Context: an optimization exercise on an open-source flow, tuned for small area, a short achievable clock period and few clock cycles. The choices shown serve that exercise and are no tape-out recipe. Where RTL was checked, it was by simulation tests only, not by an equivalence proof against the original. Only the layout flow was run in runs 2 to 6; the RTL was not checked for function there. Power figures rest on the tool's default switching activity, not on a simulated workload.

$ cat design.v
`timescale 1ns / 1ps
module write_batch_record_parser (
  input  logic                clk_i,
  input  logic                rst_ni,
  input  logic                in_valid_i,
  output logic                in_ready_o,
  input  logic [41:0]         in_data_i,
  output logic                out_valid_o,
  input  logic                out_ready_i,
  output logic [143:0]        out_data_o,
  input  logic                cfg_valid_i,
  output logic                cfg_ready_o,
  input  logic                cfg_index_i,
  input  logic [31:0]         cfg_data_i
);
  localparam logic [2:0] PhHeader = 3'd0;
  localparam logic [2:0] PhTag    = 3'd1;
  localparam logic [2:0] PhKeyLen = 3'd2;
  localparam logic [2:0] PhValLen = 3'd3;
  localparam logic [2:0] PhKey    = 3'd4;
  localparam logic [2:0] PhVal    = 3'd5;
  localparam logic [2:0] PhErrTag = 3'd6;
  localparam logic [2:0] PhErrLen = 3'd7;
  logic [7:0]  b;
  logic        bf, bl;
  logic [31:0] sp;
  assign b  = in_data_i[41:34];
  assign bf = in_data_i[33];
  assign bl = in_data_i[32];
  assign sp = in_data_i[31:0];
  logic [2:0]  phase_q, phase_n;
  logic        idle_q;
  logic [3:0]  cnt_q, cnt_n;
  logic [31:0] len_q;
  logic [31:0] diff_q;
  logic        dz_q;
  logic [63:0] rseq_q;
  logic [31:0] pos_q, pos_n;
  logic        lag_q;
  logic [31:0] rs_q;
  logic        del_q, del_n, ddel_q;
  logic        vp_q;
  logic [31:0] file_q;
  logic        fzero_q, fresh_q;
  logic        hd_q, hn_q, hs_q;
  logic        sep_q;   
  logic        hd_d, hn_d, hs_d;
  logic        empty_q, single_q, behind_q;
  logic        rip_q;     
  logic        hdone_q;   
  logic        b0p_q;     
  logic [7:0]  byte_q;
  logic        fe_q, dk_q;
  logic        in_fire, upd, pop, pop_done, pos_mv;
  logic        emit_data, do_finish, do_after_key, hdr_end, seq_wr, cnt_wr;
  logic [31:0] len_new, len_pf;
  logic        len_ph;
  logic        len_new_zero, len_one, grp_zero;
  logic [2:0]  code;
  assign cfg_ready_o = 1'b1;
  assign out_valid_o = !empty_q;
  assign in_ready_o  = empty_q || (out_ready_i && rip_q);
  assign in_fire     = in_valid_i && in_ready_o;
  assign upd         = in_fire && (bf || !idle_q);
  assign pop         = out_ready_i && !empty_q;
  assign pop_done    = out_ready_i && !hd_q && hn_q;
  assign pos_mv      = upd && !bf && !behind_q;
  always_comb begin
    for (int i = 0; i < 32; i++) begin
      if (cnt_q == 4'(i / 7)) len_new[i] = b[i % 7];
      else if (cnt_q == 4'd0) len_new[i] = 1'b0;
      else len_new[i] = len_q[i];
    end
  end
  assign grp_zero     = (cnt_q == 4'd4) ? (b[3:0] == 4'd0) : (b[6:0] == 7'd0);
  assign len_new_zero = grp_zero && ((cnt_q == 4'd0) || (len_q == 32'd0));
  assign len_one      = (len_q == 32'd1);
  assign len_ph       = (phase_q == PhKeyLen) || (phase_q == PhValLen);
  assign len_pf       = (vp_q && !del_q && !fzero_q) ? file_q : 32'd0;
  always_comb begin
    phase_n = phase_q;
    cnt_n   = cnt_q;
    del_n   = del_q;
    seq_wr  = 1'b0;
    cnt_wr  = 1'b0;
    hdr_end = 1'b0;
    emit_data    = 1'b0;
    do_finish    = 1'b0;
    do_after_key = 1'b0;
    case (phase_q)
      PhHeader: begin
        cnt_n = cnt_q + 4'd1;
        if (cnt_q[3]) cnt_wr = 1'b1;
        else seq_wr = 1'b1;
        if (cnt_q == 4'd11) begin
          hdr_end = 1'b1;
          cnt_n   = 4'd0;
          phase_n = PhTag;
        end
      end
      PhTag: begin
        if (b[7:1] == 7'd0) begin
          del_n   = !b[0];
          phase_n = PhKeyLen;
        end else begin
          phase_n = PhErrTag;
        end
      end
      PhKeyLen, PhValLen: begin
        cnt_n = cnt_q + 4'd1;
        if (b[7]) begin
          if (cnt_q == 4'd4) phase_n = PhErrLen;
        end else begin
          cnt_n = 4'd0;
          if (phase_q == PhKeyLen) begin
            if (len_new_zero) do_after_key = 1'b1;
            else phase_n = PhKey;
          end else begin
            if (len_new_zero) do_finish = 1'b1;
            else phase_n = PhVal;
          end
        end
      end
      PhKey: begin
        emit_data = 1'b1;
        if (len_one) do_after_key = 1'b1;
      end
      PhVal: begin
        emit_data = !vp_q;
        if (len_one) do_finish = 1'b1;
      end
      default: ;
    endcase
    if (do_after_key) begin
      if (del_q) do_finish = 1'b1;
      else phase_n = PhValLen;
    end
    if (do_finish) begin
      phase_n = PhTag;
    end
  end
  assign pos_n = pos_q + (lag_q ? 32'd2 : 32'd1);
  logic [63:0] rseq_inc;
  logic [31:0] diff_dec;
  assign rseq_inc = rseq_q + {63'd0, pop_done};
  assign diff_dec = diff_q - {31'd0, pop_done};
  always_comb begin
    hd_d = hd_q;
    hn_d = hn_q;
    hs_d = hs_q;
    if (upd) begin
      hs_d = bl;
      hd_d = !bf && emit_data;
      hn_d = behind_q || (!bf && do_finish);
    end else if (pop) begin
      if (hd_q) hd_d = 1'b0;
      else if (hn_q) hn_d = 1'b0;
      else hs_d = 1'b0;
    end
  end
  always_ff @(posedge clk_i or negedge rst_ni) begin
    if (!rst_ni) begin
      phase_q  <= PhHeader;
      idle_q   <= 1'b0;
      cnt_q    <= '0;
      pos_q    <= '0;
      lag_q    <= 1'b0;
      vp_q     <= 1'b0;
      fzero_q  <= 1'b1;
      fresh_q  <= 1'b1;
      hd_q     <= 1'b0;
      hn_q     <= 1'b0;
      hs_q     <= 1'b0;
      sep_q    <= 1'b0;
      empty_q  <= 1'b1;
      single_q <= 1'b0;
      behind_q <= 1'b0;
      rip_q    <= 1'b0;
      hdone_q  <= 1'b0;
      b0p_q    <= 1'b0;
    end else begin
      if (cfg_valid_i) begin
        if (cfg_index_i) fzero_q <= 1'b0;
        else vp_q <= cfg_data_i[0];
      end
      if (upd && (bf || hdr_end)) fresh_q <= 1'b0;
      if (upd && bf) pos_q <= sp;
      else if (pos_mv) pos_q <= pos_n;
      hd_q     <= hd_d;
      hn_q     <= hn_d;
      hs_q     <= hs_d;
      empty_q  <= !(hd_d || hn_d || hs_d);
      single_q <= hd_d ? !(hn_d || hs_d) : (hn_d != hs_d);
      behind_q <= hd_d && hn_d && !hs_d;
      rip_q    <= hd_d ? !hs_d : (hn_d != hs_d);
      hdone_q  <= !hd_d && hn_d;
      if (upd && bf && behind_q) b0p_q <= 1'b1;
      else if (pop_done) b0p_q <= 1'b0;
      if (upd) begin
        idle_q <= bl;
        sep_q  <= behind_q;
        if (bf) begin
          phase_q <= PhHeader;
          cnt_q   <= 4'd1;
          lag_q   <= 1'b1;
        end else begin
          phase_q <= phase_n;
          cnt_q   <= cnt_n;
          lag_q <= behind_q;
        end
      end
    end
  end
  always_ff @(posedge clk_i) begin
    if (cfg_valid_i && cfg_index_i) file_q <= cfg_data_i;
    if (upd && bf && !behind_q) rs_q <= sp;
    else if (upd && hdr_end) rs_q <= pos_n;
    else if (pop_done) rs_q <= pos_q;
    if (upd && !bf) begin
      if (do_finish) len_q <= len_pf;
      else if (len_ph) len_q <= len_new;
      else if (phase_q == PhKey || phase_q == PhVal) len_q <= len_q - 32'd1;
    end
    if (upd && !bf) del_q <= del_n;
    if (upd && !bf && do_finish) ddel_q <= del_q;
    if ((upd && !bf && emit_data) || (upd && bf && behind_q)) begin
      byte_q <= b;
      fe_q   <= len_one;
      dk_q   <= phase_q[0];
    end
    for (int k = 1; k < 8; k++) begin
      rseq_q[8*k +: 8] <= (upd && !bf && seq_wr && cnt_q[2:0] == 3'(k))
                          ? b : rseq_inc[8*k +: 8];
    end
    if (upd && (bf ? !behind_q : (seq_wr && cnt_q[2:0] == 3'd0))) rseq_q[7:0] <= b;
    else if (b0p_q && pop_done) rseq_q[7:0] <= byte_q;
    else rseq_q[7:0] <= rseq_inc[7:0];
    for (int k = 0; k < 4; k++) begin
      diff_q[8*k +: 8] <= (upd && !bf && cnt_wr && cnt_q[1:0] == 2'(k))
                          ? b : diff_dec[8*k +: 8];
    end
    if (upd && !bf && cnt_wr) begin
      dz_q <= (b == 8'd0) && (diff_q[23:0] == 24'd0);
    end else if (pop_done) begin
      dz_q <= (diff_q == 32'd1);
    end
  end
  always_comb begin
    case (phase_q)
      PhErrTag: code = 3'd4;
      PhHeader: code = 3'd1;
      PhTag:    code = dz_q ? 3'd0 : 3'd5;
      default:  code = del_q ? 3'd3 : 3'd2;
    endcase
  end
  logic head_done, head_status;
  assign head_done   = !hd_q && hn_q;
  assign head_status = !hd_q && !hn_q;
  assign out_data_o[143]     = !hd_q;
  assign out_data_o[142]     = hd_q ? dk_q : !hn_q;
  assign out_data_o[141:134] = hd_q ? byte_q : 8'd0;
  assign out_data_o[133]     = hd_q && fe_q;
  assign out_data_o[132]     = hd_q ? del_q : (hn_q && ddel_q);
  assign out_data_o[131:100] = hdone_q ? rseq_q[63:32] : 32'd0;
  assign out_data_o[99:68]   = head_done ? rseq_q[31:0] : 32'd0;
  assign out_data_o[67:36]   = (hd_q || fresh_q) ? 32'd0 : rs_q;
  assign out_data_o[35:4]    = hdone_q ? len_q : 32'd0;
  assign out_data_o[3:1]     = head_status ? code : 3'd0;
  assign out_data_o[0]       = hd_q ? !(hn_q || hs_q) : (!hn_q || !hs_q || sep_q);
endmodule
$ cat flow/run.sh
#!/bin/bash
# The standard layout, with the port buffers made of buf_1 cells instead of the
# cell buffer_ports picks by itself (a delay cell four times the area).
set -euo pipefail
export BUFFER_PORTS_ARGS="-buffer_cell sky130_fd_sc_hd__buf_1"
bash standard.sh > standard.log 2>&1
$ cat standard.sh
#!/bin/bash
# synth_recipe.tcl (not shown) runs the flow's synth.tcl, then flattens the netlist and writes it again
# the make line also repeats each setting of config.mk as NAME=value (left out here)
make -C /OpenROAD-flow-scripts/flow DESIGN_CONFIG=/design/flow/config.mk WORK_HOME=/design/flow/orfs CLKGATE_MAP_FILE= SYNTH_SCRIPT=/design/flow/synth_recipe.tcl "${@:-finish}"
$ cat config.mk
export PLATFORM = sky130hd
export DESIGN_NAME = write_batch_record_parser
export DESIGN_NICKNAME = write_batch_record_parser
export VERILOG_FILES = /design/flow/design.v
export SDC_FILE = /design/flow/constraint.sdc
export NUM_CORES = 4
export LEC_CHECK = 0
export CAP_MARGIN = 20
export CORE_MARGIN = 2
export CORE_UTILIZATION = 40
export SETUP_SLACK_MARGIN = 3.7
export SLEW_MARGIN = 20
$ cat constraint.sdc
create_clock -name core_clock -period 7.0 [get_ports {clk_i}]
set_input_delay 1.4000 -clock core_clock [delete_from_list [all_inputs] [get_ports {clk_i}]]
set_output_delay 1.4000 -clock core_clock [all_outputs]
set_load 0.01 [all_outputs]
==> results.sh, run 1 <==
export IMPL_outcome="complete, no violations"
export IMPL_viasPerCell=5.514
export IMPL_period_share=0.4758
export IMPL_arrival_ns=1.93
export IMPL_nFillCells=3482
export IMPL_clk_pin_slew_ns=0.06
export IMPL_wl_mm=44.23
export IMPL_coreArea_mm2=0.03652
export IMPL_clk_latency_ns=0.57
export IMPL_drtIter0Drc=1080
export IMPL_synth_edf_count=109
export IMPL_ant_nets=0
export IMPL_slew_headroom=0.3902
export IMPL_clock_fmax_mhz=300.2
export IMPL_fin_ws_ns=3.669
export IMPL_min_path_type="reg2reg"
export IMPL_area_growth_syn_to_layout_pct=18.35
export IMPL_nets=1993
export IMPL_antennaDiodeCount=0
export IMPL_yosys_warnings=1
export IMPL_ys_ff_latch=258
export IMPL_cts_path_max_buffers=3
export IMPL_grt_max_degree=65
export IMPL_cts_buffers=29
export IMPL_wire_per_inst_um=18.52
export IMPL_start_util=0.4062
export IMPL_crit_fanout=3
export IMPL_tns_ns=0
export IMPL_fin_crit_ns=3.331
export IMPL_syn_area_mm2=0.01483
export IMPL_hold_violations=0
export IMPL_die_area_mm2=0.03864
export IMPL_synth_avg_cell_area_um2=8.721
export IMPL_clkSinkCount=258
export IMPL_rsz0062_at_grt="true"
export IMPL_dr_total_vias=13170
export IMPL_synthesis_instances=1701
export IMPL_rows=70
export IMPL_pin_count=227
export IMPL_dieHeight_um=196.6
export IMPL_yosysTopAreaCell="edfxtp_1"
export IMPL_synthFlopType="edfxtp_1"
export IMPL_grt_total_usage=0.2215
export IMPL_synthTopCellsByCount="195 x nand2_1, 164 x nor2_1, 150 x and2_1"
export IMPL_crit_required_ns=5.60
export IMPL_startpoint="hd_q"
export IMPL_multiInputGateArea_mm2=0.008014
export IMPL_portBuffers=225
export IMPL_critPathLaunchType="register"
export IMPL_grt_pass1_vias=12450
export IMPL_setup_violations=0
export IMPL_routabilityCongestion=0.8796
export IMPL_grt_pass1_wl_mm=68.28
export IMPL_cts_root_buf="clkbuf_16"
export IMPL_path_class="reg2out"
export IMPL_power_leakage_nw=6.326
export IMPL_worstReg2RegStart="hd_q"
export IMPL_skew_ns=0.008186
export IMPL_ys_async_sr_fraction=0.2054
export IMPL_firstDrtPassIters=5
export IMPL_yosys_top_cells_area="edfxtp_1 22%, dfxtp_1 13%, dfrtp_1 8.4%"
export IMPL_cellPowerDensity_mw_per_mm2=277.3
export IMPL_ys_types=73
export IMPL_synth_nets=1797
export IMPL_route_detailed_drc=0
export IMPL_worst_pin_slew_ns=0.9071
export IMPL_slew_violations=0
export IMPL_gr_total_overflow=0
export IMPL_dp_hpwl_mm=30.14
export IMPL_tritoncts="yes"
export IMPL_h_tree_depth=1
export IMPL_seq_area_mm2=0.006534
export IMPL_dp_slack_ns=2.684
export IMPL_yosys_area_top_type_share=0.2206
export IMPL_yosys_cell_count_top_type="nand2_1"
export IMPL_crit_path_end_kind="primary output"
export IMPL_p_total_mw=4.867
export IMPL_fp_dieW_um=196.6
export IMPL_maxCapViolations=0
export IMPL_max_vdd_ir_drop_mv=0.1692
export IMPL_antenna_found_initial=0
export IMPL_drive_gt1_frac=0.09219
export IMPL_synth_seq_area_share=0.4399
export IMPL_hold_path_startpoint="fzero_q"
-- state kept, by name, summed over array words and instances (netlist names), 3 cells and up --
register  count
rseq_q       64
diff_q       32
file_q       32
len_q        32
pos_q        32
rs_q         32
byte_q        8
cnt_q         4
phase_q       3
-- metal layers --
layer | wire length (µm) | track usage | up-vias | part of all wire
li1 | - | - | 6396 | -
met5 | 0 | 0 | - | 0
met4 | 1291 | 0.07073 | 0 | 0.029
met3 | 2479 | 0.02892 | 78 | 0.056
met1 | 19800 | 0.3033 | 6271 | 0.45
met2 | 20660 | 0.3650 | 422 | 0.47
-- repair_timing --
item,CTS,global route
setup endpoints to repair,171,88
hold buffers,0,0
pin swaps,4,6
cloned,1,2
resized for setup,36,20
buffers inserted,12,16
-- where the power goes --
| group | switching [mW] | internal (mW) | leakage (nW) |
|---|---|---|---|
| Sequential | 0.371 | 1.91 | 2.47 |
| Combinational | 0.637 | 0.465 | 3.41 |
| Clock | 0.642 | 0.843 | 0.444 |
-- cell families after synthesis --
logic type / Yosys count / share of synthesized area
mux: 33 / 0.02320
xor+xnor: 147 / 0.08679
simple gates: 785 / 0.2686
other cells: 1 / 0.0002528
buf+inv: 149 / 0.03973
flops: 258 / 0.4399
fa+ha+maj: 16 / 0.01400
compound gates: 312 / 0.1275
-- per-stage QoR --
stage | hold WS, ns | util | cell area, µm² | std cells
finish | 0.4884 | 0.4807 | 17560 | 2388
floorplan | 0.4477 | - | 15000 | 1701
global placement | 0.4687 | 0.4419 | 16140 | 2302
CTS | 0.4898 | 0.4735 | 17290 | 2369
global route | 0.5039 | 0.4807 | 17560 | 2388
detailed placement | 0.4716 | 0.4419 | 16140 | 2302
-- final timing paths --
kind | to | depth (start not counted) | slack (ns)
min in group asynchronous | pos_q[16] | 2 | 0.97
min | fzero_q | 1 | 0.49
max | out_data_o[1] | 5 | 3.67
min reg2reg | fzero_q | 1 | 0.49
max reg2reg | diff_q[16] | 13 | 3.83
max in group asynchronous | hd_q | 2 | 5.44
-- worst max-delay path, cell delays in order (launching register included) --
cell	delay, ns
dfrtp_4	0.48
buf_4	0.15
nor2_4	0.11
nand2_2	0.07
a311oi_2	0.34
buf_2	0.20
-- cell usage in the layout (no fill, tap or decap), drive strengths merged, types with 8 or more instances in the layout --
master and instances:
buf 270, nand2 195, nor2 166, and2 150
edfxtp 109, a21oi 107, o21ai 104, dfxtp 96
xnor2 79, xor2 68, nand3 55, dfrtp 50
nor3 48, nor4 46, clkbuf 40, inv 39
nand4 35, mux2i 25, and3 24, or3 17
a221o 15, ha 15, clkinv 12, a21o 11
a31oi 11, or4 10, o311ai 9, nor2b 9
and4 8, o221ai 8, mux2 8
-- layout make-up --
type | instances | area share
Tap cell | 468 | 0.03335
Clock buffer | 35 | 0.04319
Inverter | 38 | 0.008267
Clock inverter | 19 | 0.008695
Timing Repair Buffer | 275 | 0.07783
Sequential cell | 258 | 0.3722
Multi-Input combinational cell | 1295 | 0.4565
Testbench counts, summed over its fixed seeds: cycles 79,187.
==> inputs of run 2 (changes only) <==
--- a/design.v
+++ b/design.v
@@ -47,7 +47,7 @@
   logic        hd_d, hn_d, hs_d;
   logic        empty_q, single_q, behind_q;
   logic        rip_q;     
-  logic        hdone_q;   
+  logic        hdone_q, lpz_q, hst_q, rl_q;
   logic        b0p_q;     
   logic [7:0]  byte_q;
   logic        fe_q, dk_q;
@@ -177,6 +177,9 @@
       behind_q <= 1'b0;
       rip_q    <= 1'b0;
       hdone_q  <= 1'b0;
+      lpz_q    <= 1'b1;
+      hst_q    <= 1'b1;
+      rl_q     <= 1'b1;
       b0p_q    <= 1'b0;
     end else begin
       if (cfg_valid_i) begin
@@ -194,6 +197,9 @@
       behind_q <= hd_d && hn_d && !hs_d;
       rip_q    <= hd_d ? !hs_d : (hn_d != hs_d);
       hdone_q  <= !hd_d && hn_d;
+      lpz_q    <= hd_d || (fresh_q && !(upd && (bf || hdr_end)));
+      hst_q    <= !hd_d && !hn_d;
+      rl_q     <= hd_d ? !(hn_d || hs_d) : (!hn_d || !hs_d || (upd ? behind_q : sep_q));
       if (upd && bf && behind_q) b0p_q <= 1'b1;
       else if (pop_done) b0p_q <= 1'b0;
       if (upd) begin
@@ -253,9 +259,8 @@
       default:  code = del_q ? 3'd3 : 3'd2;
     endcase
   end
-  logic head_done, head_status;
-  assign head_done   = !hd_q && hn_q;
-  assign head_status = !hd_q && !hn_q;
+  logic head_done;
+  assign head_done   = !hd_q && !hst_q;
   assign out_data_o[143]     = !hd_q;
   assign out_data_o[142]     = hd_q ? dk_q : !hn_q;
   assign out_data_o[141:134] = hd_q ? byte_q : 8'd0;
@@ -263,8 +268,8 @@
   assign out_data_o[132]     = hd_q ? del_q : (hn_q && ddel_q);
   assign out_data_o[131:100] = hdone_q ? rseq_q[63:32] : 32'd0;
   assign out_data_o[99:68]   = head_done ? rseq_q[31:0] : 32'd0;
-  assign out_data_o[67:36]   = (hd_q || fresh_q) ? 32'd0 : rs_q;
+  assign out_data_o[67:36]   = lpz_q ? 32'd0 : rs_q;
   assign out_data_o[35:4]    = hdone_q ? len_q : 32'd0;
-  assign out_data_o[3:1]     = head_status ? code : 3'd0;
-  assign out_data_o[0]       = hd_q ? !(hn_q || hs_q) : (!hn_q || !hs_q || sep_q);
+  assign out_data_o[3:1]     = hst_q ? code : 3'd0;
+  assign out_data_o[0]       = rl_q;
 endmodule
==> run 2 against run 1 <==
Compared with the run above: non-clock buffer count grew 1; count of clock-buffer cells in the layout is 6 higher; sequential share of layout area grew 0.31 points; first-iteration DRC count decreased by 9.3%; clock power grew 9%; synthesized area hardly changed; worst hold slack improved by 0.0040 ns; still clean on timing, DRC and antenna; via count shrank 0.57%; fmax is 1.5% higher; combinational power about the same; synthesized cell count down 0.65%; global-route usage is 0.12 points lower.
==> results.sh, run 2 <==
export IMPL_min_path_type="reg2reg"
export IMPL_clk_pin_slew_ns=0.06
export IMPL_critPathLaunchType="primary input"
export IMPL_arrival_ns=1.88
export IMPL_yosys_cell_count_top_type="nand2_1"
export IMPL_synthesis_instances=1690
export IMPL_fin_ws_ns=3.717
export IMPL_gr_total_overflow=0
export IMPL_grt_util_met2=0.3478
export IMPL_rsz0062_at_grt="false"
export IMPL_worstSetupEndpoint="in_ready_o"
export IMPL_clock_fmax_mhz=304.6
export IMPL_grt_busiest_layer="met2"
export IMPL_clkSinkCount=261
export IMPL_multiInputGateArea_mm2=0.008026
export IMPL_wl_mm=43.71
export IMPL_yosys_warnings=1
export IMPL_viasPerCell=5.489
export IMPL_drtIter0Drc=980
export IMPL_pin_count=227
export IMPL_setup_violations=0
export IMPL_cellPowerDensity_mw_per_mm2=287.3
export IMPL_reg2reg_slack_ns=3.89
export IMPL_largest_reg_flops=64
export IMPL_grt_max_degree=66
export IMPL_clk_latency_ns=0.56
export IMPL_route_detailed_drc=0
export IMPL_dieHeight_um=196.5
export IMPL_crit_path_end_kind="primary output"
export IMPL_ant_nets=0
export IMPL_yosys_top_cells_area="edfxtp_1 22%, dfxtp_1 13%, dfrtp_1 8.4%"
export IMPL_finalNonFillerCells=2385
export IMPL_met1_usage=0.3100
export IMPL_synthFlopType="edfxtp_1"
export IMPL_startpoint="out_ready_i"
export IMPL_cts_buffers=29
export IMPL_start_util=0.4060
export IMPL_yosys_area_top_type_share=0.2207
export IMPL_cts_path_max_buffers=3
export IMPL_area_growth_syn_to_layout_pct=18.83
export IMPL_syn_area_mm2=0.01483
export IMPL_ys_ff_latch=261
export IMPL_ctsHoldBuffers=0
export IMPL_dr_total_vias=13090
export IMPL_wire_per_inst_um=18.33
export IMPL_portBuffers=225
export IMPL_crit_fanout=4
export IMPL_max_vdd_ir_drop_mv=0.1946
export IMPL_p_total_mw=5.062
export IMPL_synth_seq_area_share=0.4454
export IMPL_hold_violations=0
export IMPL_nets=1992
export IMPL_ys_types=75
export IMPL_worst_pin_slew_ns=1.325
export IMPL_postLayoutCellArea_mm2=0.01762
export IMPL_dp_cells=2301
export IMPL_synthTopCellsByCount="238 x nand2_1, 139 x nor2_1, 113 x and2_1"
export IMPL_fp_dieW_um=196.5
export IMPL_grt_total_usage=0.2204
export IMPL_period_share=0.4690
export IMPL_firstDrtPassIters=5
export IMPL_yosysTopAreaCell="edfxtp_1"
export IMPL_skew_ns=0.01709
export IMPL_dp_slack_ns=2.518
export IMPL_layout_common_cells="237 x nand2_1, 220 x buf_1, 133 x nor2_1"
export IMPL_use_met3=0.03508
export IMPL_fin_crit_ns=3.283
export IMPL_drive_gt1_frac=0.08873
export IMPL_cts_root_buf="clkbuf_16"
export IMPL_worstReg2RegStart="lag_q"
export IMPL_nFillCells=3463
export IMPL_regMostFlops="rseq_q"
export IMPL_place_area_mm2=0.01618
export IMPL_ys_async_sr_fraction=0.2146
export IMPL_rows=70
export IMPL_synth_avg_cell_area_um2=8.774
export IMPL_crit_required_ns=5.60
export IMPL_synth_nets=1788
export IMPL_routabilityCongestion=0.8859
export IMPL_dp_hpwl_mm=29.91
export IMPL_grt_pass1_vias=12470
export IMPL_slew_violations=0
export IMPL_power_leakage_nw=6.305
export IMPL_r2r_end="rs_q[30]"
export IMPL_path_class="in2out"
export IMPL_maxCapViolations=0
export IMPL_outcome="complete, no violations"
export IMPL_synth_edf_count=109
export IMPL_layout_commonest_cell="nand2_1"
export IMPL_grt_pass1_wl_mm=68.03
export IMPL_h_tree_depth=1
export IMPL_seq_area_mm2=0.006613
export IMPL_tritoncts="yes"
export IMPL_r2r_cells=10
export IMPL_coreArea_mm2=0.03652
export IMPL_slew_headroom=0.1075
export IMPL_tns_ns=0
export IMPL_antenna_found_initial=3
export IMPL_die_area_mm2=0.03863
==> run 2: worst max-delay path: stages <==
cell,delay [ns]
buf_6,0.10
a21o_1,0.23
buf_6,0.15
==> run 2: kinds of logic (layout without fill, tap and decap cells) <==
logic type	after synthesis	count (layout)	share of synthesized area
AND/OR/NAND/NOR	808	809	0.2769
AO/OA/AOI/OAI	290	290	0.1173
flip-flops	261	261	0.4454
XOR/XNOR	143	143	0.08447
buffers and inverters	132	357	0.03477
multiplexers	37	37	0.02523
adder cells (fa/ha/maj)	18	18	0.01569
other	1	2	0.0002529
==> run 2: where the power goes <==
| group | switching (mW) | internal (mW) |
|---|---|---|
| Clock | 0.629 | 0.984 |
| Sequential | 0.415 | 1.95 |
| Combinational | 0.624 | 0.459 |
| Total | 1.67 | 3.39 |
==> run 2: per-layer routing <==
| layer | vias up | share of wire |
|---|---|---|
| met1 | 6260 | 0.46 |
| li1 | 6333 | - |
| met4 | 4 | 0.025 |
| met2 | 424 | 0.45 |
| met3 | 71 | 0.067 |
| met5 | - | 0.00059 |
==> run 2: cell type report <==
cell class,count,area share
Antenna cell,1,0.0001420
Clock buffer,41,0.04601
Clock inverter,12,0.01037
Inverter,28,0.005965
Multi-Input combinational cell,1298,0.4555
Sequential cell,261,0.3753
Tap cell,468,0.03323
Timing Repair Buffer,276,0.07349
==> run 2: repair_timing <==
action | 4_1_cts | 5_1_grt
pin swaps | 5 | 6
cloned | 1 | 0
resized for setup | 17 | 31
setup endpoints to repair | 151 | 157
setup buffers | 13 | 15
==> run 2: worst min path at each step <==
stage                from       to  slack (ns)  depth (start not counted)
3_5_place_dp        b0p_q    b0p_q        0.49                          2
3_3_place_gp        sep_q    sep_q        0.47                          1
4_1_cts           fzero_q  fzero_q        0.50                          1
2_1_floorplan  phase_q[0]     dk_q        0.45                          0
5_1_grt           fzero_q  fzero_q        0.50                          1
6_report            sep_q    sep_q        0.49                          1
==> run 2: metrics by stage <==
| stage | utilization | hold WS, ns |
|---|---|---|
| global route | 0.4825 | 0.5044 |
| CTS | 0.4755 | 0.4978 |
| floorplan | - | 0.4460 |
| detailed placement | 0.4431 | 0.4877 |
| global placement | 0.4431 | 0.4743 |
| finish | 0.4825 | 0.4924 |
==> inputs of run 3 (changes only) <==
--- a/config.mk
+++ b/config.mk
@@ -7,6 +7,6 @@
 export LEC_CHECK = 0
 export CAP_MARGIN = 20
 export CORE_MARGIN = 2
-export CORE_UTILIZATION = 40
+export CORE_UTILIZATION = 60
 export SETUP_SLACK_MARGIN = 3.7
 export SLEW_MARGIN = 20
==> run 3 against run 2 <==
Compared with the run above: still clean on timing, DRC and antenna; clock power hardly changed; synthesized cell count stayed put; die area is 33% lower; first-iteration DRC count is 2.9% higher; synthesized area stayed put; non-clock buffer count is 13 lower; cell area is 1.7% lower; sequential share of layout area is 0.65 points higher; critical path type unchanged.
==> results.sh, run 3 <==
export IMPL_outcome="complete, no violations"
export IMPL_antenna_found_initial=0
export IMPL_cts_buffers=29
export IMPL_whs_endpoint="b0p_q"
export IMPL_r2r_end="len_q[4]"
export IMPL_clkSinkCount=261
export IMPL_ys_async_sr_fraction=0.2146
export IMPL_dp_hpwl_mm=27.49
export IMPL_path_class="in2out"
export IMPL_portBuffers=225
export IMPL_power_leakage_nw=6.202
export IMPL_synth_edf_count=109
export IMPL_multiInputGateArea_mm2=0.008034
export IMPL_tritoncts="yes"
export IMPL_viasPerCell=5.922
export IMPL_start_util=0.6097
export IMPL_hold_path_startpoint="b0p_q"
export IMPL_yosys_warnings=1
export IMPL_nFillCells=2012
export IMPL_p_seq_frac=0.467
export IMPL_grt_total_usage=0.3048
export IMPL_worst_pin_slew_ns=1.416
export IMPL_area_growth_syn_to_layout_pct=16.80
export IMPL_synth_top_family_by_area="simple AND/OR/NAND/NOR gates"
export IMPL_worstReg2RegStart="len_q[10]"
export IMPL_ys_types=75
export IMPL_wl_mm=40.63
export IMPL_grt_pass1_wl_mm=64.47
export IMPL_synth_nets=1788
export IMPL_slew_headroom=0.04615
export IMPL_drtIter0Drc=1008
export IMPL_crit_path_end_kind="primary output"
export IMPL_crit_required_ns=5.60
export IMPL_max_vdd_ir_drop_mv=0.2683
export IMPL_netSwitchingFraction=0.3271
export IMPL_clock_fmax_mhz=303.5
export IMPL_hold_violations=0
export IMPL_rsz0062_at_grt="true"
export IMPL_grt_max_degree=66
export IMPL_period_share=0.4707
export IMPL_dr_total_vias=13180
export IMPL_slew_violations=0
export IMPL_gr_total_overflow=0
export IMPL_drive_gt1_frac=0.08149
export IMPL_synth_seq_area_share=0.4454
export IMPL_rows=57
export IMPL_routabilityCongestion=0.9269
export IMPL_synthMuxAreaShare=0.02523
export IMPL_dieHeight_um=161.2
export IMPL_skew_ns=0.01840
export IMPL_synthXorXnorAreaFrac=0.08447
export IMPL_antennaDiodeCount=0
export IMPL_cts_root_buf="clkbuf_16"
export IMPL_clk_latency_ns=0.55
export IMPL_yosys_cell_count_top_type="nand2_1"
export IMPL_seq_area_mm2=0.006613
export IMPL_syn_area_mm2=0.01483
export IMPL_synthesis_instances=1690
export IMPL_synth_compound_area_frac=0.1173
export IMPL_route_detailed_drc=0
export IMPL_tns_ns=0
export IMPL_arrival_ns=1.89
export IMPL_yosys_top_cells_area="edfxtp_1 22%, dfxtp_1 13%, dfrtp_1 8.4%"
export IMPL_fp_dieW_um=161.2
export IMPL_wire_per_inst_um=18.25
export IMPL_p_comb_frac=0.217
export IMPL_setup_violations=0
export IMPL_die_area_mm2=0.02599
export IMPL_synth_avg_cell_area_um2=8.774
export IMPL_min_path_cells=2
export IMPL_grt_pass1_vias=12340
export IMPL_cellPowerDensity_mw_per_mm2=289.0
export IMPL_clk_pin_slew_ns=0.06
export IMPL_synthFlopType="edfxtp_1"
export IMPL_pin_count=227
export IMPL_fin_ws_ns=3.705
export IMPL_fin_util=0.7121
export IMPL_maxCapViolations=0
export IMPL_synth_simple_area_share=0.2769
export IMPL_cts_path_max_buffers=3
export IMPL_synth_fa_ha_area_frac=0.01569
export IMPL_ys_ff_latch=261
export IMPL_fin_crit_ns=3.295
export IMPL_regMostFlops="rseq_q"
export IMPL_clkPwrFrac=0.316
export IMPL_r2r_cells=5
export IMPL_internal_power_mw=3.369
export IMPL_yosysTopAreaCell="edfxtp_1"
export IMPL_yosys_area_top_type_share=0.2207
export IMPL_ant_nets=0
export IMPL_layout_commonest_cell="nand2_1"
export IMPL_reg2reg_slack_ns=3.87
export IMPL_coreArea_mm2=0.02432
export IMPL_critPathLaunchType="primary input"
export IMPL_min_path_type="reg2reg"
export IMPL_synthTopCellsByCount="238 x nand2_1, 139 x nor2_1, 113 x and2_1"
export IMPL_layout_common_cells="236 x nand2_1, 222 x buf_1, 134 x nor2_1"
export IMPL_dp_slack_ns=2.678
export IMPL_h_tree_depth=1
export IMPL_largest_reg_flops=64
export IMPL_power_switching_mw=1.637
export IMPL_nets=1979
export IMPL_firstDrtPassIters=6
export IMPL_crit_fanout=4
-- run 3: area by class of cell --
cell class,count,share of cell area
Inverter,28,0.006069
Clock buffer,35,0.04436
Multi-Input combinational cell,1298,0.4639
Timing Repair Buffer,263,0.06834
Sequential cell,261,0.3818
Tap cell,324,0.02341
Clock inverter,17,0.01214
-- run 3: cells by family after synthesis --
group | Yosys count
AOI/OAI and AO/OA | 290
xor gates and xnor gates | 143
adders and majority gates | 18
buffers and inverters | 132
DFF | 261
muxes | 37
other | 1
and+or+nand+nor | 808
-- run 3: worst max path at each step --
stage / start / to / slack [ns]
after global routing: in_data_i[40] / len_q[1] / 3.66
after floorplan: out_ready_i / rs_q[0] / 3.56
after CTS: in_data_i[40] / rip_q / 3.66
final: out_ready_i / in_ready_o / 3.71
after detailed placement: in_data_i[40] / len_q[8] / 2.68
after global placement: in_data_i[38] / len_q[16] / 2.76
-- run 3: per-stage QoR --
stage | total power, mW | hold slack (ns) | instance area (µm²) | std cells
6_report | 5.006 | 0.4832 | 17320 | 2226
5_1_grt | 5.248 | 0.4892 | 17320 | 2226
4_1_cts | 4.983 | 0.4851 | 17110 | 2214
3_5_place_dp | 3.392 | 0.4705 | 15990 | 2156
3_3_place_gp | 3.344 | 0.4651 | 15990 | 2156
2_1_floorplan | 3.041 | 0.4460 | 15010 | 1690
-- run 3: what timing repair did --
item / in CTS / in global routing
gates cloned: 1 / 0
resized for setup: 13 / 29
buffers inserted: 5 / 12
pin swaps: 3 / 4
hold buffers: 0 / 0
endpoints found under the setup margin: 99 / 138
-- run 3: power groups by stage --
stage                     Sequential, mW  Combinational [mW]  Clock (mW)
after floorplan                     2.22               0.821           0
after global placement              2.34                1.00           0
after detailed placement            2.35                1.04           0
after CTS                           2.33                1.06        1.60
after global routing                2.39                1.21        1.65
final                               2.34                1.09        1.58
-- run 3: routing by layer --
layer / vias to the layer above / part of all wire / global-route usage / wire, µm
li1: 6317 / - / - / -
met1: 6288 / 0.43 / 0.4186 / 17470
met2: 492 / 0.47 / 0.5033 / 19150
met3: 85 / 0.070 / 0.04494 / 2827
met4: 0 / 0.029 / 0.09334 / 1180
met5: - / 0 / 0 / 0
-- run 3: worst max-delay path, stage by stage --
cell	delay, ns
buf_4	0.13
a21o_4	0.23
buf_6	0.13
==> inputs of run 4 (changes only) <==
--- a/config.mk
+++ b/config.mk
@@ -7,6 +7,7 @@
 export LEC_CHECK = 0
 export CAP_MARGIN = 20
 export CORE_MARGIN = 2
-export CORE_UTILIZATION = 60
+export CORE_UTILIZATION = 40
+export CTS_BUF_LIST = sky130_fd_sc_hd__clkbuf_4
 export SETUP_SLACK_MARGIN = 3.7
 export SLEW_MARGIN = 20
==> run 4 against run 3 <==
Compared with the run above: still clean on timing, DRC and antenna; power decreased by 1.5%; clock power down 6%; critical path depth increased by 1; combinational power hardly changed; cell area grew 3.6%; first-iteration DRC count fell by 4.8%; die area increased by 49%; synthesized cell count stayed put; wire length increased by 8.6%; global-route usage shrank 7.9 points; critical path type is now reg2out.
==> results.sh, run 4 <==
export IMPL_dieHeight_um=196.5
export IMPL_ys_async_sr_fraction=0.2146
export IMPL_drtIter0Drc=960
export IMPL_grt_max_degree=66
export IMPL_synthTopCellsByCount="238 x nand2_1, 139 x nor2_1, 113 x and2_1"
export IMPL_synthFlopType="edfxtp_1"
export IMPL_layout_common_cells="237 x nand2_1, 187 x buf_1, 131 x nor2_1"
export IMPL_power_leakage_nw=6.580
export IMPL_synth_nets=1788
export IMPL_cts_buffers=73
export IMPL_drive_gt1_frac=0.1526
export IMPL_dp_cells=2301
export IMPL_place_area_mm2=0.01618
export IMPL_layout_commonest_cell="nand2_1"
export IMPL_synth_avg_cell_area_um2=8.774
export IMPL_clk_latency_ns=0.74
export IMPL_clock_fmax_mhz=300.5
export IMPL_rsz0062_at_grt="true"
export IMPL_grt_pass1_wl_mm=69.15
export IMPL_ys_ff_latch=261
export IMPL_antenna_found_initial=5
export IMPL_min_path_type="reg2reg"
export IMPL_pin_count=227
export IMPL_h_tree_depth=3
export IMPL_crit_required_ns=5.60
export IMPL_gr_total_overflow=0
export IMPL_synth_top_family_by_area="simple AND/OR/NAND/NOR gates"
export IMPL_power_switching_mw=1.692
export IMPL_yosys_area_top_type_share=0.2207
export IMPL_slew_violations=0
export IMPL_ant_nets=0
export IMPL_ys_types=75
export IMPL_slew_headroom=0.3129
export IMPL_viasPerCell=5.412
export IMPL_outcome="complete, no violations"
export IMPL_yosys_warnings=1
export IMPL_dr_total_vias=13290
export IMPL_fin_util=0.4911
export IMPL_hold_violations=0
export IMPL_period_share=0.4754
export IMPL_tritoncts="yes"
export IMPL_syn_area_mm2=0.01483
export IMPL_synth_simple_area_share=0.2769
export IMPL_cts_path_max_buffers=3
export IMPL_coreArea_mm2=0.03652
export IMPL_setup_violations=0
export IMPL_fin_crit_ns=3.327
export IMPL_firstDrtPassIters=5
export IMPL_max_vdd_ir_drop_mv=0.1099
export IMPL_portBuffers=225
export IMPL_synth_fa_ha_area_frac=0.01569
export IMPL_nets=2033
export IMPL_finalNonFillerCells=2456
export IMPL_clkPwrFrac=0.302
export IMPL_p_seq_frac=0.481
export IMPL_arrival_ns=1.93
export IMPL_critPathLaunchType="register"
export IMPL_routabilityCongestion=0.8859
export IMPL_tns_ns=0
export IMPL_netSwitchingFraction=0.3430
export IMPL_dp_hpwl_mm=29.91
export IMPL_clkSinkCount=261
export IMPL_crit_path_end_kind="primary output"
export IMPL_postLayoutCellArea_mm2=0.01794
export IMPL_grt_total_usage=0.2256
export IMPL_synthXorXnorAreaFrac=0.08447
export IMPL_cellPowerDensity_mw_per_mm2=275.0
export IMPL_start_util=0.4060
export IMPL_die_area_mm2=0.03863
export IMPL_regMostFlops="rseq_q"
export IMPL_fp_dieW_um=196.5
export IMPL_maxCapViolations=0
export IMPL_grt_pass1_vias=12870
export IMPL_skew_ns=0.06087
export IMPL_p_comb_frac=0.216
export IMPL_synthMuxAreaShare=0.02523
export IMPL_synth_edf_count=109
export IMPL_synth_seq_area_share=0.4454
export IMPL_synthesis_instances=1690
export IMPL_holdWs_ns=0.4963
export IMPL_wl_mm=44.14
export IMPL_area_growth_syn_to_layout_pct=20.96
export IMPL_worst_pin_slew_ns=1.027
export IMPL_path_class="reg2out"
export IMPL_yosysTopAreaCell="edfxtp_1"
export IMPL_yosys_cell_count_top_type="nand2_1"
export IMPL_cts_root_buf="clkbuf_4"
export IMPL_wire_per_inst_um=17.97
export IMPL_route_detailed_drc=0
export IMPL_largest_reg_flops=64
export IMPL_synth_compound_area_frac=0.1173
export IMPL_yosys_top_cells_area="edfxtp_1 22%, dfxtp_1 13%, dfrtp_1 8.4%"
export IMPL_crit_fanout=5
export IMPL_clk_pin_slew_ns=0.07
export IMPL_internal_power_mw=3.240
export IMPL_rows=70
-- run 4: changes by cell type in the layout (fill, tap and decap cells not counted), moves of 4 or more --
cell / before / now
clkbuf_16: 29 / 0
and2_1: 113 / 80
clkbuf_4: 0 / 112
buf_6: 2 / 37
and2_4: 0 / 33
clkbuf_1: 4 / 0
buf_1: 222 / 187
clkinv_1: 6 / 10
-- run 4: layout make-up --
class | count | area, µm²
antenna | 2 | 5.005
clock buffer | 112 | 840.8
clock inverter | 14 | 135.1
fill | 3516 | 18590
inverter | 28 | 105.1
multi-input combinational | 1298 | 8075
sequential | 261 | 6613
tap | 468 | 585.6
timing repair buffer | 273 | 1577
-- run 4: power groups by stage --
stage                     Combinational [mW]  Clock, mW  Sequential, mW
after CTS                               1.06       1.54            2.35
after floorplan                        0.821          0            2.22
after detailed placement                1.05          0            2.38
final                                   1.07       1.49            2.37
after global placement                  1.02          0            2.37
after global routing                    1.20       1.62            2.42
-- run 4: path summary, 6_finish.rpt --
kind / startpoint / endpoint / slack (ns) / depth (start not counted)
worst max-delay path: phase_q[2] / out_data_o[1] / 3.67 / 4
worst min-delay path: sep_q / sep_q / 0.50 / 1
worst max register to register: lag_q / rs_q[30] / 3.88 / 10
worst min register to register: sep_q / sep_q / 0.50 / 1
max in group asynchronous: rst_ni / phase_q[1] / 5.55 / 2
min in group asynchronous: rst_ni / pos_q[24] / 0.86 / 2
-- run 4: repair_timing --
| action | CTS | global route |
|---|---|---|
| setup buffers | 12 | 10 |
| hold buffers | 0 | 0 |
| pin swaps | 9 | 8 |
| gates resized for setup | 72 | 89 |
| setup endpoints to repair | 180 | 108 |
| cloned | 4 | 0 |
-- run 4: logic make-up (layout without fill, tap and decap cells) --
| kind of cell | after synthesis | in the layout |
|---|---|---|
| multiplexers | 37 | 37 |
| buffers and inverters | 132 | 427 |
| flip-flops | 261 | 261 |
| other | 1 | 3 |
| AND/OR/NAND/NOR | 808 | 809 |
| XOR/XNOR | 143 | 143 |
| adder cells (fa/ha/maj) | 18 | 18 |
| AO/OA/AOI/OAI | 290 | 290 |
-- run 4: per-stage QoR --
stage          power [mW]  worst slack (ns)
2_1_floorplan       3.041             3.560
3_3_place_gp        3.384             2.680
3_5_place_dp        3.425             2.518
4_1_cts             4.954             3.607
5_1_grt             5.237             3.597
6_report            4.932             3.673
-- run 4: critical path: stages, from the launching register on --
cell and delay [ns]:
dfrtp_2 0.47, nand3b_1 0.13, nand2_1 0.09, a311oi_2 0.30
buf_2 0.20
-- run 4: per-layer routing --
metal,up-vias,GRT usage,share of wire
li1,6467,-,-
met1,6277,0.3111,0.46
met2,452,0.3490,0.44
met3,90,0.04381,0.069
met4,6,0.08979,0.026
met5,-,0,0.00084
==> inputs of run 5 (changes only) <==
--- a/design.v
+++ b/design.v
@@ -222,12 +222,12 @@
     if (upd && bf && !behind_q) rs_q <= sp;
     else if (upd && hdr_end) rs_q <= pos_n;
     else if (pop_done) rs_q <= pos_q;
-    if (upd && !bf) begin
+    if (upd && !bf && (len_ph || phase_q == PhKey || phase_q == PhVal)) begin
       if (do_finish) len_q <= len_pf;
       else if (len_ph) len_q <= len_new;
-      else if (phase_q == PhKey || phase_q == PhVal) len_q <= len_q - 32'd1;
-    end
-    if (upd && !bf) del_q <= del_n;
+      else len_q <= len_q - 32'd1;
+    end
+    if (upd && !bf && phase_q == PhTag) del_q <= !b[0];
     if (upd && !bf && do_finish) ddel_q <= del_q;
     if ((upd && !bf && emit_data) || (upd && bf && behind_q)) begin
       byte_q <= b;
--- a/config.mk
+++ b/config.mk
@@ -7,7 +7,6 @@
 export LEC_CHECK = 0
 export CAP_MARGIN = 20
 export CORE_MARGIN = 2
-export CORE_UTILIZATION = 40
-export CTS_BUF_LIST = sky130_fd_sc_hd__clkbuf_4
-export SETUP_SLACK_MARGIN = 3.7
+export CORE_UTILIZATION = 60
+export SETUP_SLACK_MARGIN = 3.8
 export SLEW_MARGIN = 20
==> run 5 against run 4 <==
Compared with the run above: still clean; worst hold slack got worse by 0.018 ns; global-route usage grew 8.2 points; highest routed layer is now met4; cell area is 1.3% lower.
==> results.sh, run 5 <==
export IMPL_outcome="complete, no violations"
export IMPL_synth_edf_count=109
export IMPL_coreArea_mm2=0.02432
export IMPL_p_total_mw=4.932
export IMPL_ys_ff_latch=261
export IMPL_start_util=0.6122
export IMPL_yosys_cell_count_top_type="nand2_1"
export IMPL_regMostFlops="rseq_q"
export IMPL_grt_max_degree=65
export IMPL_period_share=0.4598
export IMPL_synth_seq_area_share=0.4436
export IMPL_portBuffers=225
export IMPL_synthTopCellsByCount="211 x nand2_1, 151 x nor2_1, 117 x and2_1"
export IMPL_drive_gt1_frac=0.1010
export IMPL_path_class="in2out"
export IMPL_route_detailed_drc=0
export IMPL_largest_reg_flops=64
export IMPL_firstDrtPassIters=6
export IMPL_pin_count=227
export IMPL_finalNonFillerCells=2256
export IMPL_clk_pin_slew_ns=0.06
export IMPL_clock_fmax_mhz=310.7
export IMPL_synthesis_instances=1699
export IMPL_dieHeight_um=161.5
export IMPL_arrival_ns=1.82
export IMPL_yosysTopAreaCell="edfxtp_1"
export IMPL_viasPerCell=5.975
export IMPL_syn_area_mm2=0.01489
export IMPL_cts_buffers=29
export IMPL_routabilityCongestion=0.9092
export IMPL_crit_path_end_kind="primary output"
export IMPL_ctsHoldBuffers=0
export IMPL_cellPowerDensity_mw_per_mm2=278.5
export IMPL_ys_types=71
export IMPL_synth_nets=1797
export IMPL_worst_pin_slew_ns=0.9687
export IMPL_drtIter0Drc=1481
export IMPL_fp_dieW_um=161.5
export IMPL_nFillCells=1889
export IMPL_min_path_type="reg2reg"
export IMPL_yosys_area_top_type_share=0.2199
export IMPL_ant_nets=0
export IMPL_ys_async_sr_fraction=0.2146
export IMPL_synthFlopType="edfxtp_1"
export IMPL_dp_slack_ns=2.772
export IMPL_holdWs_ns=0.4784
export IMPL_hold_violations=0
export IMPL_wl_mm=41.49
export IMPL_nets=2007
export IMPL_antenna_found_initial=0
export IMPL_yosys_warnings=1
export IMPL_max_vdd_ir_drop_mv=0.1770
export IMPL_grt_total_usage=0.3079
export IMPL_tns_ns=0
export IMPL_skew_ns=0.01460
export IMPL_yosys_top_cells_area="edfxtp_1 22%, dfxtp_1 13%, dfrtp_1 8.4%"
export IMPL_grt_pass1_wl_mm=65.31
export IMPL_area_growth_syn_to_layout_pct=18.94
export IMPL_die_area_mm2=0.02609
export IMPL_maxCapViolations=0
export IMPL_gr_total_overflow=0
export IMPL_cts_root_buf="clkbuf_16"
export IMPL_crit_required_ns=5.60
export IMPL_slew_violations=0
export IMPL_layout_commonest_cell="buf_1"
export IMPL_layout_common_cells="220 x buf_1, 207 x nand2_1, 146 x nor2_1"
export IMPL_crit_fanout=3
export IMPL_power_leakage_nw=6.442
export IMPL_dp_hpwl_mm=27.62
export IMPL_slew_headroom=0.3527
export IMPL_fin_crit_ns=3.219
export IMPL_multiInputGateArea_mm2=0.008170
export IMPL_h_tree_depth=1
export IMPL_fin_ws_ns=3.781
export IMPL_clkSinkCount=261
export IMPL_rsz0062_at_grt="true"
export IMPL_dr_total_vias=13480
export IMPL_setup_violations=0
export IMPL_wire_per_inst_um=18.39
export IMPL_tritoncts="yes"
export IMPL_cts_path_max_buffers=3
export IMPL_seq_area_mm2=0.006613
export IMPL_synth_avg_cell_area_um2=8.763
export IMPL_rows=57
export IMPL_clk_latency_ns=0.54
export IMPL_dp_cells=2166
export IMPL_critPathLaunchType="primary input"
export IMPL_grt_pass1_vias=12570
==> run 5: cell count changes after synthesis, moves of 19 or more <==
cell,previous run,this run
nand2_1,238,211
mux2i_1,34,2
nand3_1,53,72
a21oi_1,83,106
o21ai_1,51,25
o21ai_0,73,93
==> run 5: what timing repair did <==
action | 4_1_cts | 5_1_grt
setup buffers | 16 | 17
gates cloned | 2 | 0
setup endpoints to repair | 103 | 65
pin swaps | 6 | 6
resized for setup | 26 | 21
==> run 5: final timing paths <==
kind	start	to	slack, ns	cells past startpoint
max	out_ready_i	in_ready_o	3.78	3
min	sep_q	sep_q	0.48	2
max reg2reg	phase_q[2]	len_q[11]	3.88	5
min reg2reg	sep_q	sep_q	0.48	2
max in group asynchronous	rst_ni	phase_q[2]	5.41	2
min in group asynchronous	rst_ni	pos_q[20]	1.01	2
==> run 5: through the flow <==
stage	utilization	instance area (µm²)
after global routing	0.7280	17710
after CTS	0.7175	17450
final	0.7281	17710
after floorplan	-	15170
after global placement	0.6645	16160
after detailed placement	0.6645	16160
==> run 5: layer usage <==
| metal | vias to the layer above | track usage | share of wire |
|---|---|---|---|
| met2 | 606 | 0.4998 | 0.46 |
| met4 | 0 | 0.09781 | 0.031 |
| li1 | 6412 | - | - |
| met3 | 93 | 0.03236 | 0.070 |
| met1 | 6369 | 0.4364 | 0.44 |
| met5 | - | 0 | 0 |
==> run 5: cells by family after synthesis <==
| family | Yosys count | share of synthesized area |
|---|---|---|
| adder cells (fa/ha/maj) | 18 | 0.01563 |
| other | 1 | 0.0002519 |
| AO/OA/AOI/OAI | 315 | 0.1289 |
| flip-flops | 261 | 0.4436 |
| AND/OR/NAND/NOR | 824 | 0.2872 |
| buffers and inverters | 128 | 0.03454 |
| multiplexers | 4 | 0.002857 |
| XOR/XNOR | 148 | 0.08707 |
==> run 5: final cells by class <==
class | count | share of cell area
Antenna cell | 1 | 0.0001413
Clock buffer | 31 | 0.04197
Clock inverter | 22 | 0.01745
Inverter | 24 | 0.005229
Multi-Input combinational cell | 1311 | 0.4614
Sequential cell | 261 | 0.3734
Tap cell | 324 | 0.02289
Timing Repair Buffer | 282 | 0.07751
==> run 5: worst max-delay path, cell delays in order <==
cell	delay (ns)
buf_8	0.10
a21o_1	0.18
buf_6	0.14
==> run 5: report_power, final <==
part	leakage [nW]	switching, mW	total [mW]	internal (mW)
Combinational	3.44	0.580	0.999	0.419
Sequential	2.49	0.341	2.25	1.91
Clock	0.513	0.627	1.68	1.06
Total	6.44	1.55	4.93	3.38
==> inputs of run 6 (changes only) <==
--- a/config.mk
+++ b/config.mk
@@ -8,5 +8,5 @@
 export CAP_MARGIN = 20
 export CORE_MARGIN = 2
 export CORE_UTILIZATION = 60
-export SETUP_SLACK_MARGIN = 3.8
+export SETUP_SLACK_MARGIN = 3.7
 export SLEW_MARGIN = 20
==> run 6 against run 5 <==
Compared with the run above: clock skew fell by 0.0031 ns; final cell count fell by 0.27%; critical path depth stayed put; clock power hardly changed; worst hold slack better by 0.016 ns; sequential power hardly changed; combinational power shrank 0.6%; largest cell class unchanged.
==> results.sh, run 6 <==
export IMPL_reg2reg_slack_ns=3.79
export IMPL_min_path_type="reg2reg"
export IMPL_power_leakage_nw=6.419
export IMPL_tns_ns=0
export IMPL_yosys_cell_count_top_type="nand2_1"
export IMPL_fp_dieW_um=161.5
export IMPL_clkSinkCount=261
export IMPL_yosysTopAreaCell="edfxtp_1"
export IMPL_crit_required_ns=5.60
export IMPL_clock_fmax_mhz=303.2
export IMPL_crit_path_end_kind="primary output"
export IMPL_place_area_mm2=0.01612
export IMPL_h_tree_depth=1
export IMPL_synthesis_instances=1699
export IMPL_syn_area_mm2=0.01489
export IMPL_postLayoutCellArea_mm2=0.01763
export IMPL_dp_hpwl_mm=26.93
export IMPL_die_area_mm2=0.02609
export IMPL_r2r_end="len_q[30]"
export IMPL_firstDrtPassIters=5
export IMPL_synthTopCellsByCount="211 x nand2_1, 151 x nor2_1, 117 x and2_1"
export IMPL_cts_path_max_buffers=3
export IMPL_coreArea_mm2=0.02432
export IMPL_yosys_top_cells_area="edfxtp_1 22%, dfxtp_1 13%, dfrtp_1 8.4%"
export IMPL_skew_ns=0.01151
export IMPL_whs_endpoint="fzero_q"
export IMPL_synth_seq_area_share=0.4436
export IMPL_synth_edf_count=109
export IMPL_rsz0062_at_grt="true"
export IMPL_worst_pin_slew_ns=0.9965
export IMPL_grt_pass1_vias=12480
export IMPL_nets=2002
export IMPL_ys_async_sr_fraction=0.2146
export IMPL_dr_total_vias=13470
export IMPL_gr_total_overflow=0
export IMPL_hold_path_startpoint="fzero_q"
export IMPL_regMostFlops="rseq_q"
export IMPL_area_growth_syn_to_layout_pct=18.44
export IMPL_cellPowerDensity_mw_per_mm2=278.2
export IMPL_antenna_found_initial=0
export IMPL_crit_fanout=4
export IMPL_min_path_cells=1
export IMPL_seq_area_mm2=0.006613
export IMPL_portBuffers=225
export IMPL_yosys_area_top_type_share=0.2199
export IMPL_layout_commonest_cell="buf_1"
export IMPL_layout_common_cells="220 x buf_1, 209 x nand2_1, 149 x nor2_1"
export IMPL_ys_types=71
export IMPL_hold_violations=0
export IMPL_grt_total_usage=0.3018
export IMPL_cts_root_buf="clkbuf_16"
export IMPL_ys_ff_latch=261
export IMPL_synthFlopType="edfxtp_1"
export IMPL_period_share=0.4711
export IMPL_ctsHoldBuffers=0
export IMPL_routabilityCongestion=0.9203
export IMPL_slew_violations=0
export IMPL_path_class="in2out"
export IMPL_setup_violations=0
export IMPL_wl_mm=40.94
export IMPL_multiInputGateArea_mm2=0.008112
export IMPL_wire_per_inst_um=18.20
export IMPL_critPathLaunchType="primary input"
export IMPL_synth_avg_cell_area_um2=8.763
export IMPL_rows=57
export IMPL_clk_pin_slew_ns=0.06
export IMPL_max_vdd_ir_drop_mv=0.3019
export IMPL_grt_pass1_wl_mm=64.12
export IMPL_outcome="complete, no violations"
export IMPL_viasPerCell=5.988
export IMPL_drive_gt1_frac=0.09450
export IMPL_antennaDiodeCount=0
export IMPL_pin_count=227
export IMPL_slew_headroom=0.3312
export IMPL_cts_buffers=29
export IMPL_grt_max_degree=65
export IMPL_worstReg2RegStart="len_q[4]"
export IMPL_route_detailed_drc=0
export IMPL_fin_crit_ns=3.298
export IMPL_synth_nets=1797
export IMPL_maxCapViolations=0
export IMPL_drtIter0Drc=1319
export IMPL_largest_reg_flops=64
export IMPL_ant_nets=0
export IMPL_start_util=0.6122
export IMPL_yosys_warnings=1
export IMPL_dieHeight_um=161.5
export IMPL_tritoncts="yes"
export IMPL_arrival_ns=1.90
export IMPL_r2r_cells=7
export IMPL_clk_latency_ns=0.55
export IMPL_nFillCells=1890
## run 6: kinds of logic after synthesis
kind of cell / synth area share
multiplexers: 0.002857
other: 0.0002519
buffers and inverters: 0.03454
XOR/XNOR: 0.08707
AND/OR/NAND/NOR: 0.2872
adder cells (fa/ha/maj): 0.01563
AO/OA/AOI/OAI: 0.1289
flip-flops: 0.4436
## run 6: area by class of cell
type	count	share of cell area
Timing Repair Buffer	277	0.07706
Sequential cell	261	0.3750
Clock inverter	15	0.01206
Clock buffer	38	0.04775
Inverter	24	0.005109
Tap cell	324	0.02299
Multi-Input combinational cell	1311	0.4600
## run 6: worst max-delay path by stage
stage | from | to | slack (ns) | cells after the start
global placement | out_ready_i | rseq_q[39] | 2.77 | 10
CTS | out_ready_i | in_ready_o | 3.71 | 3
global route | in_data_i[34] | rip_q | 3.61 | 11
floorplan | out_ready_i | rs_q[0] | 3.50 | 7
finish | out_ready_i | in_ready_o | 3.70 | 3
detailed placement | out_ready_i | rseq_q[62] | 2.79 | 11
## run 6: timing repair
item | 4_1_cts | 5_1_grt
pin swaps | 3 | 11
setup endpoints to repair | 135 | 107
setup buffers | 11 | 18
resized for setup | 13 | 19
gates cloned | 0 | 2
## run 6: report_power, final
group / internal, mW / switching, mW / leakage, nW
logic: 0.425 / 0.569 / 3.43
registers: 1.91 / 0.333 / 2.49
clock network: 1.03 / 0.642 / 0.503
total: 3.36 / 1.54 / 6.42
## run 6: routing by layer
metal,share of wire,global-route usage,vias up
li1,-,-,6422
met1,0.43,0.4285,6348
met2,0.46,0.4821,604
met3,0.073,0.03826,100
met4,0.032,0.09984,0
met5,0,0,-
## run 6: stage by stage
| stage | hold WS, ns | util | worst slack (ns) | total power [mW] | instances |
|---|---|---|---|---|---|
| finish | 0.4941 | 0.7251 | 3.702 | 4.905 | 2250 |
| global route | 0.5048 | 0.7251 | 3.613 | 5.129 | 2250 |
| CTS | 0.4819 | 0.7123 | 3.706 | 4.879 | 2229 |
| detailed placement | 0.4659 | 0.6629 | 2.787 | 3.203 | 2165 |
| global placement | 0.4678 | 0.6627 | 2.766 | 3.168 | 2165 |
| floorplan | 0.4231 | - | 3.502 | 2.892 | 1699 |
## run 6: worst max-delay path, cell delays in order
cell,delay (ns)
buf_4,0.14
a21o_4,0.24
buf_6,0.12
==> inputs of run 7 (changes only) <==
--- a/design.v
+++ b/design.v
@@ -38,6 +38,8 @@
   logic [31:0] pos_q, pos_n;
   logic        lag_q;
   logic [31:0] rs_q;
+  logic        rsp_q, rsp_d;   
+  logic        ov_q;           
   logic        del_q, del_n, ddel_q;
   logic        vp_q;
   logic [31:0] file_q;
@@ -58,11 +60,12 @@
   logic        len_new_zero, len_one, grp_zero;
   logic [2:0]  code;
   assign cfg_ready_o = 1'b1;
-  assign out_valid_o = !empty_q;
+  assign out_valid_o = ov_q;
   assign in_ready_o  = empty_q || (out_ready_i && rip_q);
   assign in_fire     = in_valid_i && in_ready_o;
   assign upd         = in_fire && (bf || !idle_q);
-  assign pop         = out_ready_i && !empty_q;
+  assign pop         = out_ready_i && ov_q;
+  assign rsp_d       = upd && !behind_q && (bf || hdr_end);
   assign pop_done    = out_ready_i && !hd_q && hn_q;
   assign pos_mv      = upd && !bf && !behind_q;
   always_comb begin
@@ -173,6 +176,8 @@
       hs_q     <= 1'b0;
       sep_q    <= 1'b0;
       empty_q  <= 1'b1;
+      ov_q     <= 1'b0;
+      rsp_q    <= 1'b0;
       single_q <= 1'b0;
       behind_q <= 1'b0;
       rip_q    <= 1'b0;
@@ -193,9 +198,11 @@
       hn_q     <= hn_d;
       hs_q     <= hs_d;
       empty_q  <= !(hd_d || hn_d || hs_d);
+      ov_q     <= (hd_d || hn_d || hs_d) && !rsp_d;
+      rsp_q    <= rsp_d;
       single_q <= hd_d ? !(hn_d || hs_d) : (hn_d != hs_d);
       behind_q <= hd_d && hn_d && !hs_d;
-      rip_q    <= hd_d ? !hs_d : (hn_d != hs_d);
+      rip_q    <= (hd_d ? !hs_d : (hn_d != hs_d)) && !rsp_d;
       hdone_q  <= !hd_d && hn_d;
       lpz_q    <= hd_d || (fresh_q && !(upd && (bf || hdr_end)));
       hst_q    <= !hd_d && !hn_d;
@@ -219,9 +226,7 @@
   end
   always_ff @(posedge clk_i) begin
     if (cfg_valid_i && cfg_index_i) file_q <= cfg_data_i;
-    if (upd && bf && !behind_q) rs_q <= sp;
-    else if (upd && hdr_end) rs_q <= pos_n;
-    else if (pop_done) rs_q <= pos_q;
+    if (rsp_q || pop_done) rs_q <= pos_q;
     if (upd && !bf && (len_ph || phase_q == PhKey || phase_q == PhVal)) begin
       if (do_finish) len_q <= len_pf;
       else if (len_ph) len_q <= len_new;
--- a/config.mk
+++ b/config.mk
@@ -8,5 +8,5 @@
 export CAP_MARGIN = 20
 export CORE_MARGIN = 2
 export CORE_UTILIZATION = 60
-export SETUP_SLACK_MARGIN = 3.7
+export SETUP_SLACK_MARGIN = 4.0
 export SLEW_MARGIN = 20
==> run 7 against run 6 <==
Compared with the run above: cell area is 0.79% higher; largest power group unchanged; still clean on timing, DRC and antenna; worst setup slack better by 0.028 ns; clock power is 8% lower; via count is 6.7% lower; combinational power is 12% lower; critical path type unchanged; register-to-register slack better by 0.31 ns; non-clock buffer count is 22 higher.
==> results.sh, run 7 <==
export IMPL_dr_total_vias=12570
export IMPL_yosys_cell_count_top_type="nor2_1"
export IMPL_regMostFlops="rseq_q"
export IMPL_max_vdd_ir_drop_mv=0.2536
export IMPL_drtIter0Drc=1143
export IMPL_dieHeight_um=157.9
export IMPL_synthFlopType="edfxtp_1"
export IMPL_r2r_cells=6
export IMPL_setup_violations=0
export IMPL_grt_max_degree=65
export IMPL_cts_path_max_buffers=3
export IMPL_h_tree_depth=1
export IMPL_clk_pin_slew_ns=0.06
export IMPL_coreArea_mm2=0.02333
export IMPL_worst_pin_slew_ns=0.9529
export IMPL_clk_latency_ns=0.56
export IMPL_ys_async_sr_fraction=0.2205
export IMPL_tritoncts="yes"
export IMPL_clock_fmax_mhz=305.9
export IMPL_critPathLaunchType="primary input"
export IMPL_synth_edf_count=109
export IMPL_ys_types=80
export IMPL_die_area_mm2=0.02493
export IMPL_fin_crit_ns=3.269
export IMPL_slew_headroom=0.3589
export IMPL_internal_power_mw=3.203
export IMPL_nets=1885
export IMPL_ys_ff_latch=263
export IMPL_slew_violations=0
export IMPL_cts_root_buf="clkbuf_16"
export IMPL_netSwitchingFraction=0.3142
export IMPL_yosys_top_cells_area="edfxtp_1 23%, dfxtp_1 14%, dfrtp_1 9.2%"
export IMPL_yosys_area_top_type_share=0.2303
export IMPL_crit_required_ns=5.60
export IMPL_synth_seq_area_share=0.4683
export IMPL_path_class="in2out"
export IMPL_fp_dieW_um=157.9
export IMPL_ctsHoldBuffers=0
export IMPL_tns_ns=0
export IMPL_synthesis_instances=1545
export IMPL_layout_common_cells="177 x buf_1, 151 x nor2_1, 138 x nand2_1"
export IMPL_p_seq_frac=0.486
export IMPL_gr_total_overflow=0
export IMPL_route_detailed_drc=0
export IMPL_crit_path_end_kind="primary output"
export IMPL_clkSinkCount=263
export IMPL_wire_per_inst_um=19.48
export IMPL_synth_nets=1641
export IMPL_rows=56
export IMPL_outcome="complete, no violations"
export IMPL_wl_mm=41.51
export IMPL_seq_area_mm2=0.006664
export IMPL_dp_hpwl_mm=25.66
export IMPL_nFillCells=1643
export IMPL_drive_gt1_frac=0.1821
export IMPL_power_switching_mw=1.468
export IMPL_grt_total_usage=0.3081
export IMPL_crit_fanout=2
export IMPL_pin_count=227
export IMPL_arrival_ns=1.87
export IMPL_grt_pass1_vias=11400
export IMPL_power_leakage_nw=6.662
export IMPL_start_util=0.6090
export IMPL_skew_ns=0.005823
export IMPL_yosys_warnings=1
export IMPL_ant_nets=0
export IMPL_antennaDiodeCount=0
export IMPL_grt_pass1_wl_mm=60.72
export IMPL_layout_commonest_cell="buf_1"
export IMPL_area_growth_syn_to_layout_pct=25.08
export IMPL_routabilityCongestion=0.8804
export IMPL_portBuffers=225
export IMPL_period_share=0.4671
export IMPL_cellPowerDensity_mw_per_mm2=262.8
export IMPL_p_comb_frac=0.186
export IMPL_maxCapViolations=0
export IMPL_syn_area_mm2=0.01421
export IMPL_synth_avg_cell_area_um2=9.197
export IMPL_rsz0062_at_grt="true"
export IMPL_min_path_cells=0
export IMPL_hold_violations=0
export IMPL_yosysTopAreaCell="edfxtp_1"
export IMPL_multiInputGateArea_mm2=0.007602
export IMPL_viasPerCell=5.900
export IMPL_firstDrtPassIters=5
export IMPL_clkPwrFrac=0.328
export IMPL_min_path_type="reg2reg"
export IMPL_largest_reg_flops=64
export IMPL_antenna_found_initial=0
export IMPL_synthTopCellsByCount="158 x nor2_1, 150 x nand2_1, 117 x and2_1"
export IMPL_p_total_mw=4.670
export IMPL_cts_buffers=29
-- run 7: changes by cell type after synthesis, sizes merged, moves of 13 or more --
cell | before | now
nor4 | 36 | 20
xnor2 | 68 | 81
a221o | 23 | 1
o21ai | 119 | 77
xor2 | 80 | 56
nand2 | 211 | 150
clkbuf | 88 | 72
-- run 7: final timing paths --
kind | startpoint | to | slack, ns
max | out_ready_i | in_ready_o | 3.73
min | pos_q[31] | rs_q[31] | 0.47
max reg2reg | len_q[10] | len_q[20] | 4.10
min reg2reg | pos_q[31] | rs_q[31] | 0.47
max in group asynchronous | rst_ni | phase_q[1] | 5.44
min in group asynchronous | rst_ni | pos_q[20] | 1.00
-- run 7: power by group through the flow --
stage	Sequential (mW)	Combinational, mW	Clock (mW)
finish	2.27	0.869	1.53
global route	2.31	0.961	1.60
CTS	2.25	0.837	1.54
detailed placement	2.27	0.809	0
global placement	2.26	0.786	0
floorplan	2.18	0.619	0
-- run 7: critical path, stage by stage --
cell,delay (ns)
buf_12,0.10
a21oi_4,0.16
clkinv_4,0.08
buf_6,0.12
-- run 7: logic make-up (layout without fill, tap and decap cells) --
kind of cell,count (synthesis),after routing,synth area share
other cells,1,1,0.0002639
buf+inv,120,385,0.03848
compound gates,264,265,0.1146
flops,263,263,0.4683
fa+ha+maj,16,16,0.01462
simple gates,737,738,0.2742
xor+xnor,137,137,0.08444
mux,7,7,0.005107
-- run 7: area by class of cell --
cell class | count | area share
inverter | 32 | 0.007181
multi-input combinational | 1164 | 0.4277
tap | 319 | 0.02246
sequential | 263 | 0.3749
clock inverter | 12 | 0.006758
timing repair buffer | 299 | 0.1138
clock buffer | 42 | 0.04717
-- run 7: layer usage --
| layer | vias to the layer above | track usage | share of wire |
|---|---|---|---|
| met5 | - | 0 | 0 |
| met4 | 0 | 0.08442 | 0.028 |
| met3 | 94 | 0.03969 | 0.087 |
| met2 | 664 | 0.5099 | 0.48 |
| met1 | 5884 | 0.4283 | 0.41 |
| li1 | 5930 | - | - |
-- run 7: stage by stage --
| step | instance area, µm² | hold WS, ns | util | worst slack, ns | std cells |
|---|---|---|---|---|---|
| 2_1_floorplan | 14500 | 0.4231 | - | 3.821 | 1545 |
| 3_3_place_gp | 15400 | 0.4483 | 0.6602 | 3.044 | 2017 |
| 3_5_place_dp | 15400 | 0.4645 | 0.6602 | 3.026 | 2017 |
| 4_1_cts | 17040 | 0.4772 | 0.7303 | 3.731 | 2108 |
| 5_1_grt | 17770 | 0.4923 | 0.7617 | 3.724 | 2131 |
| 6_report | 17770 | 0.4748 | 0.7617 | 3.731 | 2131 |
-- run 7: repair_timing --
action	CTS	global route
endpoints found under the setup margin	264	180
gates cloned	4	6
pin swaps	18	18
gates resized for setup	98	133
setup buffers	33	16
Testbench counts of run 7, summed over its fixed seeds: cycles 79,187.

Setup slack of run 7, layout unchanged: 3.731 ns with ideal ports, 3.667 ns with driving cells assumed (clock clkbuf_16, inputs buf_2), 3.317 ns with port delays also shifted by the 0.607 ns mid clock arrival.
